This design comes from an exercise in tuning for a short achievable clock period and few clock cycles per item on the open sky130 flow, not from production work. Only simulation tests tie the RTL to the original design; equivalence was not proved. Power is estimated from default activity; no workload was simulated.

`flow/run.sh`:
```
#!/bin/bash
# synth_recipe.tcl (not shown) runs the flow's synth.tcl, then flattens the netlist and writes it again
# the make line also repeats each setting of config.mk as NAME=value (left out here)
make -C /OpenROAD-flow-scripts/flow DESIGN_CONFIG=/design/flow/config.mk WORK_HOME=/design/flow/orfs CLKGATE_MAP_FILE= SYNTH_SCRIPT=/design/flow/synth_recipe.tcl finish
```
`flow/design.v`:
```
package stwq_pkg;
   localparam logic [1:0] REQ_CREATE = 2'd0;
   localparam logic [1:0] REQ_WAIT   = 2'd1;
   localparam logic [1:0] REQ_POST   = 2'd2;
   localparam logic [1:0] ST_OK         = 2'd0;
   localparam logic [1:0] ST_NO_ENTRY   = 2'd1;
   localparam logic [1:0] ST_QUEUE_FULL = 2'd2;
endpackage
import stwq_pkg::*;
module semaphore_table_with_wait_queues_unit
#(
   parameter int NUM_SEMAPHORES = 8,
   parameter int QUEUE_DEPTH    = 8,
   parameter int CALLER_ID_BITS = 8
) (
   input  logic        clock,
   input  logic        reset,
   input  logic        req_tvalid,
   output logic        req_tready,
   input  logic [87:0] req_tdata,    
   input  logic [1:0]  req_tuser,    
   output logic        rsp_tvalid,
   input  logic        rsp_tready,
   output logic [15:0] rsp_tdata,    
   output logic [1:0]  rsp_tuser     
);
   localparam int NS = 8;    
   localparam int QD = 8;    
   localparam int FD = 8;    
   logic        a_valid;
   logic [1:0]  a_type;
   logic [63:0] a_key;
   logic [15:0] a_start;
   logic [7:0]  a_caller;
   logic [NS-1:0] used_ff;
   logic [63:0]   key_ff [NS];
   logic        acc;
   logic        rdy_ff;
   assign acc = req_tvalid & rdy_ff;
   always_ff @(posedge clock) begin
      a_valid  <= acc & ~reset;
      a_type   <= req_tuser;
      a_key    <= req_tdata[63:0];
      a_start  <= req_tdata[79:64];
      a_caller <= req_tdata[87:80];
   end
   logic [NS-1:0] a_free;      
   logic          a_full;
   logic          a_create;
   logic [NS-1:0] a_match;
   assign a_free   = ~used_ff & (used_ff + NS'(1));
   assign a_full   = &used_ff;
   assign a_create = a_valid & (a_type == REQ_CREATE);
   always_comb begin
      for (int i = 0; i < NS; i++) begin
         a_match[i] = used_ff[i] & (key_ff[i] == a_key);
      end
   end
   always_ff @(posedge clock) begin
      if (reset) begin
         used_ff <= '0;
      end else if (a_create) begin
         used_ff <= used_ff | a_free;
      end
   end
   always_ff @(posedge clock) begin
      for (int i = 0; i < NS; i++) begin
         if (a_create & a_free[i]) begin
            key_ff[i] <= a_key;
         end
      end
   end
   logic          b_valid;
   logic          b_create, b_wait, b_post, b_noentry;
   logic [NS-1:0] b_match, b_free;
   logic [15:0]   b_start;
   logic [7:0]    b_caller;
   always_ff @(posedge clock) begin
      b_valid   <= a_valid & ~reset;
      b_create  <= a_type == REQ_CREATE;
      b_wait    <= a_type == REQ_WAIT;
      b_post    <= a_type == REQ_POST;
      b_noentry <= (a_type == REQ_CREATE) & a_full;
      b_match   <= a_match;
      b_free    <= a_free;
      b_start   <= a_start;
      b_caller  <= a_caller;
   end
   logic [NS-1:0] b_first, b_sel;
   assign b_first = b_match & ~(b_match - NS'(1));
   assign b_sel   = ~b_valid ? '0 :
                    b_create ? (b_free & {NS{~b_noentry}}) :
                    (b_wait | b_post) ? b_first : '0;
   logic          c_valid;
   logic          c_create, c_wait, c_post, c_noentry;
   logic [NS-1:0] c_sel;
   logic [15:0]   c_start;
   logic [7:0]    c_caller;
   always_ff @(posedge clock) begin
      c_valid   <= b_valid & ~reset;
      c_create  <= b_create;
      c_wait    <= b_wait;
      c_post    <= b_post;
      c_noentry <= b_noentry;
      c_sel     <= b_sel;
      c_start   <= b_start;
      c_caller  <= b_caller;
   end
   logic [15:0] cnt_ff  [NS];
   logic        zero_ff [NS];
   logic        max_ff  [NS];
   logic [2:0]  head_ff [NS];
   logic [2:0]  tail_ff [NS];
   logic [3:0]  fill_ff [NS];
   logic [7:0]  q_ff    [NS][QD];
   logic [NS-1:0] e_init, e_dec, e_inc, e_push, e_pop, e_qfull;
   logic [7:0]    e_wid [NS];
   always_comb begin
      for (int i = 0; i < NS; i++) begin
         e_init[i]  = c_sel[i] & c_create;
         e_dec[i]   = c_sel[i] & c_wait & ~zero_ff[i];
         e_push[i]  = c_sel[i] & c_wait & zero_ff[i] & ~fill_ff[i][3];
         e_qfull[i] = c_sel[i] & c_wait & zero_ff[i] & fill_ff[i][3];
         e_pop[i]   = c_sel[i] & c_post & (fill_ff[i] != 4'd0);
         e_inc[i]   = c_sel[i] & c_post & (fill_ff[i] == 4'd0) & ~max_ff[i];
         e_wid[i]   = e_pop[i] ? q_ff[i][head_ff[i]] : 8'd0;
      end
   end
   always_ff @(posedge clock) begin
      for (int i = 0; i < NS; i++) begin
         if (e_init[i]) begin
            cnt_ff[i]  <= c_start;
            zero_ff[i] <= c_start == 16'd0;
            max_ff[i]  <= c_start == 16'hFFFF;
            head_ff[i] <= 3'd0;
            tail_ff[i] <= 3'd0;
            fill_ff[i] <= 4'd0;
         end else begin
            if (e_dec[i]) begin
               cnt_ff[i]  <= cnt_ff[i] - 16'd1;
               zero_ff[i] <= cnt_ff[i] == 16'd1;
               max_ff[i]  <= 1'b0;
            end else if (e_inc[i]) begin
               cnt_ff[i]  <= cnt_ff[i] + 16'd1;
               zero_ff[i] <= 1'b0;
               max_ff[i]  <= cnt_ff[i] == 16'hFFFE;
            end
            if (e_push[i]) begin
               tail_ff[i] <= tail_ff[i] + 3'd1;
               fill_ff[i] <= fill_ff[i] + 4'd1;
            end else if (e_pop[i]) begin
               head_ff[i] <= head_ff[i] + 3'd1;
               fill_ff[i] <= fill_ff[i] - 4'd1;
            end
         end
         for (int k = 0; k < QD; k++) begin
            if (e_push[i] && tail_ff[i] == 3'(k)) begin
               q_ff[i][k] <= c_caller;
            end
         end
      end
   end
   logic [7:0]  c_wid;
   logic [17:0] c_rsp;    
   always_comb begin
      c_wid = 8'd0;
      for (int i = 0; i < NS; i++) begin
         c_wid = c_wid | e_wid[i];
      end
      c_rsp = {c_noentry ? ST_NO_ENTRY : (|e_qfull) ? ST_QUEUE_FULL : ST_OK,
               6'd0, c_wid, |e_pop, |e_push};
   end
   logic        d_valid;
   logic [17:0] d_rsp;
   always_ff @(posedge clock) begin
      d_valid <= c_valid & ~reset;
      d_rsp   <= c_rsp;
   end
   logic        out_valid;
   logic [17:0] out_rsp;
   logic [17:0] fifo_ff [FD];
   logic [2:0]  wr_ptr, rd_ptr;
   logic [3:0]  fifo_cnt;
   logic        fifo_empty;
   logic        out_free, pop_out, fifo_pop, fifo_push;
   assign fifo_empty = fifo_cnt == 4'd0;
   assign out_free   = ~out_valid | rsp_tready;
   assign pop_out    = out_valid & rsp_tready;
   assign fifo_pop   = out_free & ~fifo_empty;
   assign fifo_push  = d_valid & ~(out_free & fifo_empty);
   always_ff @(posedge clock) begin
      if (reset) begin
         out_valid <= 1'b0;
         wr_ptr    <= '0;
         rd_ptr    <= '0;
         fifo_cnt  <= '0;
      end else begin
         if (out_free) begin
            out_valid <= ~fifo_empty | d_valid;
         end
         if (fifo_push) begin
            wr_ptr <= wr_ptr + 3'd1;
         end
         if (fifo_pop) begin
            rd_ptr <= rd_ptr + 3'd1;
         end
         fifo_cnt <= fifo_cnt + 4'(fifo_push) - 4'(fifo_pop);
      end
   end
   always_ff @(posedge clock) begin
      if (out_free) begin
         out_rsp <= fifo_empty ? d_rsp : fifo_ff[rd_ptr];
      end
      if (fifo_push) begin
         fifo_ff[wr_ptr] <= d_rsp;
      end
   end
   logic [3:0] outst_ff, outst_in;
   assign outst_in = outst_ff + 4'(acc) - 4'(pop_out);
   always_ff @(posedge clock) begin
      if (reset) begin
         outst_ff <= '0;
         rdy_ff   <= 1'b1;
      end else begin
         outst_ff <= outst_in;
         rdy_ff   <= outst_in < 4'(FD);
      end
   end
   assign req_tready = rdy_ff;
   assign rsp_tvalid = out_valid;
   assign rsp_tdata  = out_rsp[15:0];
   assign rsp_tuser  = out_rsp[17:16];
endmodule
```
`flow/config.mk`:
```
export PLATFORM = sky130hd
export DESIGN_NAME = semaphore_table_with_wait_queues_unit
export DESIGN_NICKNAME = semaphore_table_with_wait_queues_unit
export VERILOG_FILES = /design/flow/design.v
export SDC_FILE = /design/flow/constraint.sdc
export NUM_CORES = 4
export LEC_CHECK = 0
export ABC_CLOCK_PERIOD_IN_PS = 1800
export CAP_MARGIN = 20
export CORE_MARGIN = 2
export CORE_UTILIZATION = 40
export SETUP_SLACK_MARGIN = 3.0
export SLEW_MARGIN = 20
export TNS_END_PERCENT = 100
```
`flow/constraint.sdc`:
```
create_clock -name core_clock -period 5.0 [get_ports {clock}]
set_input_delay 1.0000 -clock core_clock [delete_from_list [all_inputs] [get_ports {clock}]]
set_output_delay 1.0000 -clock core_clock [all_outputs]
set_load 0.01 [all_outputs]
```
==> results.txt <==
-- final cells by class --
| cell class | instances | area (µm²) |
|---|---|---|
| clock inverter | 82 | 800 |
| sequential | 1569 | 44500 |
| timing repair buffer | 666 | 6570 |
| fill | 13620 | 81000 |
| inverter | 173 | 719 |
| clock buffer | 225 | 4620 |
| tap | 2189 | 2740 |
| multi-input combinational | 2842 | 23700 |
-- flip-flops by register name, indices dropped and copies added (netlist names), 12 cells and up, named ones only --
signal and cells:
d_rsp 12, fifo_ff 96, out_rsp 12, b_start 16, a_start 16, a_key 64
q_ff 512, tail_ff 24, c_start 16, head_ff 24, cnt_ff 128, key_ff 512
fill_ff 32
-- through the flow --
stage | total power, mW | hold WS [ns] | worst slack (ns) | util [%] | cells
floorplan | 15.7 | 0.310 | 2.15 | - | 4852
global placement | 16.4 | 0.310 | 1.47 | 42.5 | 7001
detailed placement | 16.4 | 0.312 | 1.41 | 42.5 | 7001
CTS | 28.8 | 0.322 | 2.50 | 49.2 | 7617
global route | 29.6 | 0.326 | 2.25 | 50.8 | 7746
finish | 28.8 | 0.319 | 2.38 | 50.8 | 7746
-- kinds of logic after synthesis --
kind of cell / count (synthesis) / synth area share [%]
other: 1 / 0.00567
AO/OA/AOI/OAI: 812 / 8.67
flip-flops: 1569 / 66.8
adder cells (fa/ha/maj): 165 / 3.24
XOR/XNOR: 525 / 6.96
buffers and inverters: 446 / 2.64
AND/OR/NAND/NOR: 1255 / 10.0
multiplexers: 74 / 1.62
-- timing repair --
item	CTS	global route
hold endpoints to repair	0	0
setup buffers	299	115
pin swaps	243	194
setup endpoints to repair	1384	892
gates cloned	10	14
gates resized for setup	833	384
-- worst max-delay path: cells and delay by family (launching register included) --
| kind | cells | cell delay, ns |
|---|---|---|
| AOI/OAI and AO/OA | 3 | 1.32 |
| and+or+nand+nor | 2 | 0.54 |
| adders and majority gates | 1 | 0.18 |
| buffers and inverters | 1 | 0.07 |
| DFF | 1 | 0.38 |
-- layer usage --
metal / vias to the layer above / wire length (µm) / GRT usage (%) / part of all wire, %
met1: 21875 / 79100 / 28.7 / 42
met3: 356 / 12000 / 3.35 / 6.3
met2: 1673 / 91200 / 35.8 / 48
li1: 19579 / - / - / -
met5: - / 0 / 0 / 0
met4: 0 / 6450 / 7.01 / 3.4
-- placed cells by master (no fill, tap or decap), types with 44 or more instances in the layout --
master,count
nor4_1,53
a21oi_1,132
clkbuf_16,177
dfxtp_1,184
dfxtp_4,57
dfxtp_2,52
buf_6,137
inv_1,134
xor2_1,213
a22oi_1,80
ha_4,56
a222oi_1,80
buf_4,351
edfxtp_1,1276
buf_12,44
o21ai_0,93
xnor2_1,299
clkdlybuf4s50_1,92
nand2_1,227
nand4_1,115
nor2_1,209
nor3_1,59
ha_1,94
nand3_1,93
o22ai_1,46
-- power by group --
part	leakage (nW)	switching [mW]	internal [mW]	total (mW)
clock	2.65	5.30	6.97	12.3
combinational	11.7	1.08	0.902	1.98
sequential	14.0	0.226	14.3	14.5
total	28.3	6.60	22.2	28.8
-- path summary, 6_finish.rpt --
path                      start     endpoint  depth (start not counted)
setup / recovery  head_ff[6][0]     d_rsp[5]                          7
hold / removal      b_start[15]  c_start[15]                          0
setup reg to reg  head_ff[6][0]     d_rsp[5]                          7
hold reg to reg     b_start[15]  c_start[15]                          0
==> results.json <==
{
  "n_antenna_cell": 0,
  "clockBufferDepth": 3,
  "synth_cell_type_count": 85,
  "row_count": 149,
  "initial_core_util_pct": 40.2,
  "drc": 0,
  "status": "timing/DRC/antenna clean",
  "crit_required_ns": 5.66,
  "grt_pass1_wl_um": 274000,
  "yosysTopAreaCellShare_pct": 58.0,
  "synth_ff_type": "edfxtp_1",
  "yosysSeqAreaShare_pct": 66.8,
  "ir_drop_mv": 0.375,
  "crit_fanout": 5,
  "worst_slew_margin_rel_pct": 41.6,
  "antenna_found_initial": 2,
  "area_growth_pct": 26.5,
  "cp-start-kind": "flip-flop",
  "dr.pass1.iters": 6,
  "cap_violations": 0,
  "die_area_mm2": 0.169,
  "die_w_um": 410,
  "synth_common_cells": "1276 x edfxtp_1, 311 x xnor2_1, 293 x dfxtp_1",
  "syn_inst": 4847,
  "rsz0062_at_grt": "true",
  "finish.instance_area_mm2": 0.0836,
  "cp.arrival_ns": 3.29,
  "nets": 5674,
  "drtIter0Drc": 4719,
  "slowest_delay_ns": 0.74,
  "layout_worst_path_cycle_share_pct": 52.4,
  "fin_crit_ns": 2.62,
  "cts_tree": "built",
  "ys_warn_count": 10,
  "synth_largest_area_cell": "edfxtp_1",
  "core_mm2": 0.165,
  "cts.sinks": 1569,
  "worstSkewPairLatency_ns": 0.81,
  "htreeDepth": 4,
  "hold_path.class": "reg2reg",
  "grtUsageTotal_pct": 21.5,
  "worst-setup-path-type": "reg2reg",
  "critical_path.endpoint_type": "flip-flop",
  "tns_ns": 0,
  "top_level_ports": 114,
  "max_clock_freq_mhz": 381,
  "power_density_mw_per_mm2": 344,
  "place_congestion": 0.896,
  "critical_path.cell_chain": "inv_2, ha_4, a222oi_1, nand2_1, a222oi_1, o22ai_1, or4_1",
  "drt_wl_total_um": 189000,
  "clk_pin_slew_ns": 0.07,
  "netlist_area_mm2": 0.0661,
  "syn_avg_cell_area_um2": 13.6,
  "crit_path_frequent_cell": "a222oi_1",
  "worstMarginPinSlew_ns": 0.876,
  "die_h_um": 410,
  "p_leak_nw": 28.3,
  "r2r_slack_ns": 2.38,
  "grt_pass1_vias": 42019,
  "postCtsHoldBufs": 0,
  "synth-edff-count": 1276,
  "portBuffers": 107,
  "dp_hpwl_um": 112000,
  "dpl_cell_area_mm2": 0.0700,
  "slew_viol_final": 0,
  "vias_per_cell": 5.61,
  "clock_skew_ns": 0.0314,
  "vias": 43483,
  "slowest_stage": "a222oi_1",
  "setup_viol": 0,
  "async_flop_share_pct": 0,
  "hold_violations": 0,
  "yosysMostFrequentCell": "edfxtp_1",
  "synth-seq-cells": 1569,
  "cts-root-buf": "clkbuf_16",
  "grt_max_degree": 65,
  "cts_made_buffers": 163,
  "synth_area_leaders": "edfxtp_1 58%, dfxtp_1 8.9%, xnor2_1 4.1%",
  "ant_nets": 0,
  "wl_per_cell_um": 24.4,
  "drive_above_1_share_pct": 27.4,
  "grt-ovfl-total": 0
}
Testbench counts, summed over its fixed seeds: cycles 12,040, items 12,000.

-- re-timing with driven ports --
How much do the figures lean on ideal ports? The routed layout below was timed once more, with nothing changed but the port constraints.
Step 1: set_driving_cell puts a clkbuf_16 on clock and a buf_2 on each other input, an assumption about the parent block.
Step 2 also shifts input and output timing later by t, the mid clock arrival at the registers, as if the neighbouring blocks saw the same clock.
Three values: ideal ports, drivers, drivers and shift; two values: the first two.
t, ns: 0.879
setup WS [ns]: 2.379 / 2.379 / 2.238
hold slack, ns: 0.319 / 0.319 / 0.319
worst setup path at the end: input to register
After both steps this run still meets setup and hold. For this run, drivers alone change the setup slack by 0.000 ns; drivers and shift together by -0.141 ns.
